This design comes from an exercise in tuning for small area, a short achievable clock period and few clock cycles per item on the open sky130 flow, not from production work. No functional check of the RTL was part of any run shown here. Power and IR drop assume default switching activity.

## flow/design.v (module list and top-level ports; edited modules follow where they fit)
// module csa_fa: 9 lines
// module binary_neuron: 966 lines
module binary_neuron (
    input  logic                    clk,
    input  logic                    reset,
    input  logic                    in_valid,
    output logic                    in_ready,
    input  logic [320:0]            in_req,
    output logic                    out_valid,
    input  logic                    out_ready,
    output logic [9:0]              out_sum
);
  // ...
==> flow/flow/run.sh <==
#!/bin/bash
# The standard layout (standard.sh: ORFS synthesis to final layout), with
# one change: the input and output ports are buffered with the smallest
# buffer, sky130_fd_sc_hd__buf_1, instead of the cell buffer_ports picks by
# default (clkdlybuf4s50_1).  Later repair steps may still resize them.
set -euo pipefail
export BUFFER_PORTS_ARGS="-buffer_cell sky130_fd_sc_hd__buf_1"
bash standard.sh > standard_flow.log 2>&1
==> flow/standard.sh <==
#!/bin/bash
# synth_recipe.tcl (not shown) runs the flow's synth.tcl, then flattens the netlist and writes it again
# the make line also repeats each setting of config.mk as NAME=value (left out here)
make -C /OpenROAD-flow-scripts/flow DESIGN_CONFIG=/design/flow/config.mk WORK_HOME=/design/flow/orfs CLKGATE_MAP_FILE= SYNTH_SCRIPT=/design/flow/synth_recipe.tcl "${@:-finish}"
==> flow/config.mk <==
export PLATFORM = sky130hd
export DESIGN_NAME = binary_neuron
export DESIGN_NICKNAME = binary_neuron
export VERILOG_FILES = /design/flow/design.v
export SDC_FILE = /design/flow/constraint.sdc
export NUM_CORES = 4
export LEC_CHECK = 0
export CAP_MARGIN = 20
export CORE_MARGIN = 2
export CORE_UTILIZATION = 40
export SLEW_MARGIN = 20
export SYNTH_HIERARCHICAL = 1
export SYNTH_MINIMUM_KEEP_SIZE = 0
==> flow/constraint.sdc <==
create_clock -name core_clock -period 6.0 [get_ports {clk}]
set_input_delay 1.2000 -clock core_clock [delete_from_list [all_inputs] [get_ports {clk}]]
set_output_delay 1.2000 -clock core_clock [all_outputs]
set_load 0.01 [all_outputs]
==> run summary, run 1 <==
Area Growth Syn to Fin=18.67%; Cell Chain, Critical Path=buf_1, nand2b_1, a21oi_2, ha_1, inv_1, fa_1, xor2_1, or3_1, a21oi_1; sequential share of cell area=0.3106; Primary FF master, synth=dfxtp_1; fraction of area in multi-input gates=0.5234; GR Overflow Total=0; fraction of power spent switching nets=0.3766; Antenna Nets Post-Route=0; synth top area cells=fa_1 (33%), dfxtp_1 (27%), edfxtp_1 (10%), xnor2_1 (7.9%), nor2_1 (5.1%); share of synthesized cell area in and, or, nand and nor gates=0.1165; number of flip-flops in the largest register=40; Ant. Diodes=0; Final Slew Violations=0; largest registers=q_data (40), out_sum (10); clock latency reported for the late side of the worst-skew pair=around 0.53 ns; post-route design area=17400 um2; timing-limited maximum frequency=340.4 MHz; VDD IR max=~0.00034 V; type of the worst setup path=input pin to register; Hold Fails Final Rpt=0; max cap viols=0; total standard cell area after synthesis=14670 um2; depth of the worst register-to-register path=7; xor/xnor share of the synthesized area=0.1212; number of flops mapped to enable cells by yosys=50; worst hold start=r2_s63; unrepaired setup endpoints after global routing=false; Overall Global Routing Usage=0.1829; Synth Net Count=1754; first-pass iteration count of the detailed router=6; highest-count cells in the layout ignoring fill and taps=buf_1 (336), fa_1 (244), nor2_1 (201); via count of the first global-routing pass=10060; Clk Tree Root Cell=clkbuf_16; status=no timing/DRC/antenna violations; Async S/R FF share, synth=0; Worst Path Arrival=around 3.4 ns; Signal buf overhead=0.07247; number of buffers inserted for hold repair after clock tree synthesis=0; sequential power=around 3.1 mW
==> run 2: changes to the inputs <==
--- a/flow/config.mk
+++ b/flow/config.mk
@@ -8,6 +8,7 @@
 export CAP_MARGIN = 20
 export CORE_MARGIN = 2
 export CORE_UTILIZATION = 40
+export SETUP_SLACK_MARGIN = 3.6
 export SLEW_MARGIN = 20
 export SYNTH_HIERARCHICAL = 1
 export SYNTH_MINIMUM_KEEP_SIZE = 0
==> run 2 against run 1 <==
Effect of this change: first-iteration DRC count is 11% lower; highest routed layer unchanged; sequential share of layout area down 2.9 points; global-route usage increased by 0.40 points; synthesized cell count stayed put; setup slack gained 0.30 ns; clock skew is 0.0029 ns lower; worst hold slack better by 0.0066 ns.
==> run summary, run 2 <==
number of buffers inserted for hold repair after clock tree synthesis=0 (unchanged); total standard cell area after synthesis=14670 um2 (unchanged); leakage power summed over all cells=7.521 nW (was 6.510 nW); highest-count cells in the layout ignoring fill and taps=buf_1 (216), dfxtp_1 (191), nor2_1 (185) (was buf_1 (336), fa_1 (244), nor2_1 (201)); total power density per cell area=512.0 nW/um2 (was 523.4 nW/um2); unrepaired setup endpoints after global routing=true (was false); most common library cell in the layout ignoring fill and taps=buf_1 (unchanged); count of input and output buffers=336 (unchanged); Comb power frac=0.530 (was 0.479); post-layout minimum cycle time=2.639 ns (was 2.938 ns); DIE AREA=38210 um2 (unchanged); timing-limited maximum frequency=378.9 MHz (was 340.4 MHz); gate count after technology mapping=1163 (unchanged); Ant. Diodes=0 (unchanged); Antenna Nets Post-Route=0 (unchanged); Clk Tree Root Cell=clkbuf_16 (unchanged); first-pass iteration count of the detailed router=4 (was 6); kind of start point of the critical path=register (was input pin); worst clock skew=0.01983 ns (was 0.02271 ns); class of the tightest hold or removal check=register to register (unchanged); Yosys warning total=7 (unchanged); HPWL reported at the end of detailed placement=30240 um (was 29810 um); Internal Power=6.166 mW (was 5.678 mW); ratio of final minimum period to clock period=0.4399 (was 0.4896); area share of the largest cell type after synthesis=0.3331 (unchanged); mean number of vias per cell=4.588 (was 4.507); x dimension of the die=195.5 um (unchanged); GR Overflow Total=0 (unchanged); residual DRC count=0 (unchanged); initial antenna violation count=0 (unchanged); Post-Synthesis Mean Instance Area=12.61 um2 (unchanged); clock network power share=0.157 (was 0.183); fraction of the yosys area taken by sequential cells=0.3686 (unchanged); TritonCTS Buffers=27 (was 26); worst-case headroom to the max-slew limit=0.5615 (was 0.5777); Primary FF master, synth=dfxtp_1 (unchanged); Final Slew Violations=0 (unchanged); most frequent cells after synthesis=fa_1 (244), nor2_1 (201), dfxtp_1 (195) (unchanged); cell with the most instances after synthesis=fa_1 (unchanged); Distinct cells, synth=34 (unchanged); proportion of power drawn by flip-flops and latches=0.313 (was 0.337); wire length of the first global-routing pass=54250 um (was 53380 um); max cap viols=0 (unchanged); Finished Layout Cells=2022 (was 2010); final-layout fill cell count=3144 (was 3311); largest registers=q_data (40), out_sum (10) (unchanged); clock slew seen by the registers of the worst setup and hold paths=0.06 ns (about the same); Synth Net Count=1754 (unchanged); register name with the most flops=q_data (unchanged); maximum count of clock buffers along a single path=3 (unchanged); initial core utilization=0.4035 (unchanged); Area Growth Syn to Fin=30.94% (was 18.67%); RePlAce Congestion=0.8491 (was 0.8452); CTS tree=yes (unchanged); Async S/R FF share, synth=0 (unchanged); via count of the first global-routing pass=10070 (was 10060); final sum of negative setup slack=0 ns (unchanged); number of top-level design ports=337 (unchanged); VDD IR max=0.0004520 V (was 0.0003413 V); placeable core region=36350 um2 (unchanged); Reg area=5410 um2 (was 5405 um2); utilization after layout=0.5283 (was 0.4788); pin count of the biggest net entering global routing=15 (unchanged); H-tree Lvls=1 (unchanged); slew at the pin closest to its max-slew limit=0.6542 ns (was 0.6300 ns); fraction of power spent switching nets=0.3729 (was 0.3766); setup slack of the most critical reg-to-reg path=3.36 ns (was 3.28 ns); Hold Fails Final Rpt=0 (unchanged); Routed WL=35200 um (was 33930 um); total via count after detailed routing=9276 (was 9059); number of flops mapped to enable cells by yosys=50 (unchanged); Overall Global Routing Usage=0.1869 (was 0.1829); average wire per standard cell=17.41 um (was 16.88 um); # rows=70 (unchanged); Worst Path Arrival=2.91 ns (was 3.38 ns); crit path max fanout=4 (was 13); nature of the critical path endpoint=register (unchanged); Worst EP required=6.27 ns (was 6.44 ns); sink count of the clock tree=245 (unchanged); number of nets in the layout=2126 (was 2114); net switching power of the design=3.666 mW (was 3.430 mW); first-iteration detailed-routing DRC count=238 (was 268); Placed Instances=1963 (unchanged); status=no timing/DRC/antenna violations (unchanged); Vert. Die Dim=195.5 um (unchanged); number of register bits inferred by synthesis=245 (unchanged); Multi-input gate area=10560 um2 (was 9109 um2); number of flip-flops in the largest register=40 (unchanged); Synth area leader=fa_1 (unchanged); Finish-stage setup viols=0 (unchanged); fraction of final layout cells with drive strength greater than 1=0.2915 (was 0.03437); type of the worst setup path=register to register (was input pin to register); clock latency reported for the late side of the worst-skew pair=0.53 ns (about the same); synth top area cells=fa_1 (33%), dfxtp_1 (27%), edfxtp_1 (10%), xnor2_1 (7.9%), nor2_1 (5.1%) (unchanged)
-- run 2: layer usage --
layer / GRT usage / vias to the layer above / wire, um
li1: - / 4447 / -
met1: 0.2366 / 4537 / 14210
met2: 0.3460 / 243 / 19000
met3: 0.02073 / 49 / 1333
met4: 0.03675 / 0 / 665
met5: 0 / - / 0
-- run 2: layout make-up --
| class | instances | share of cell area |
|---|---|---|
| multi-input cells | 880 | 0.5498 |
| flip-flops and latches | 245 | 0.2817 |
| repair buffers | 347 | 0.08815 |
| clock buffers | 38 | 0.03890 |
| well taps | 468 | 0.03049 |
| inverters | 34 | 0.006646 |
| clock inverters | 10 | 0.004300 |
-- run 2: metrics by stage --
stage	setup slack (ns)	instance area, um2	power [mW]	hold slack, ns
3_5_place_dp	2.816	17360	7.737	0.3161
5_1_grt	3.279	19200	10.76	0.3449
4_1_cts	3.353	18500	9.595	0.3369
2_1_floorplan	3.218	15540	6.069	0.3096
6_report	3.361	19200	9.831	0.3325
3_3_place_gp	2.754	17360	7.647	0.3118
-- run 2: cells by family (layout without fill, tap and decap cells) --
| logic type | Yosys count | in the layout | share of synthesized area |
|---|---|---|---|
| buf+inv | 38 | 429 | 0.01032 |
| compound gates | 15 | 15 | 0.006997 |
| simple gates | 377 | 377 | 0.1165 |
| xor+xnor | 203 | 203 | 0.1212 |
| flops | 245 | 245 | 0.3686 |
| mux | 19 | 19 | 0.02449 |
| fa+ha+maj | 266 | 266 | 0.3518 |
-- run 2: worst max-delay path: stages (launching register included) --
cell and delay (ns):
dfxtp_2 0.32, fa_1 0.57, fa_2 0.47, ha_4 0.30, nand4_1 0.09, o2111ai_2 0.22
xnor2_2 0.14, mux2_2 0.28
-- run 2: path summary, 6_finish.rpt --
| path | start | end | cells after the start |
|---|---|---|---|
| worst max-delay path | r3_s489 | out_sum[9] | 7 |
| worst min-delay path | r2_s63 | r3_s63 | 0 |
| worst max register to register | r3_s489 | out_sum[9] | 7 |
| worst min register to register | r2_s63 | r3_s63 | 0 |
-- run 2: per-module statistics from Yosys (local to each module, per instance) --
module	area, um2	cells inside	flops+latches	times used
csa_fa	20.02	1	0	243
binary_neuron	9801	920	245	1
-- run 2: power groups by stage --
stage,clock (mW),combinational (mW),sequential [mW]
global placement,0,4.53,3.11
floorplan,0,3.09,2.98
detailed placement,0,4.62,3.12
finish,1.55,5.21,3.07
global route,1.65,5.96,3.15
CTS,1.58,4.92,3.09
-- run 2: what timing repair did --
action	4_1_cts	5_1_grt
cloned	0	0
pin swaps	77	146
endpoints found under the hold margin	0	0
gates resized for setup	98	235
buffers inserted	3	8
endpoints found under the setup margin	36	40

## separate check: timing with driven ports
No port has a modelled driver above. Below, the same layouts with a new extraction and two added sets of constraints.
Step 1, drivers: a clkbuf_16 drives clk and a buf_2 each remaining input, both assumed.
Step 2 times the ports against the registers' clock, not the clock port: input delays grow and output delays shrink by t, the midpoint of the rising clock arrivals with the driver on.
a / b / c = ideal / step 1 / step 2; a / b = the first two.
| run | shift t [ns] | setup WS [ns] | worst setup path at the end | slew at the worst register clock pin (ns) | worst slew at a driven data input, ns |
|---|---|---|---|---|---|
| run 1 | 0.570 | 3.062 / 3.090 / 2.520 | input to register | 0.06 / 0.06 | 0.06 |
| run 2 | 0.570 | 3.361 / 3.361 / 3.002 | input to register | 0.07 / 0.07 | 0.08 |
After both steps setup and hold are still met in every run listed. The setup slack of run 1, which loses most, moves by +0.028 ns with the drivers and by -0.542 ns with both steps.
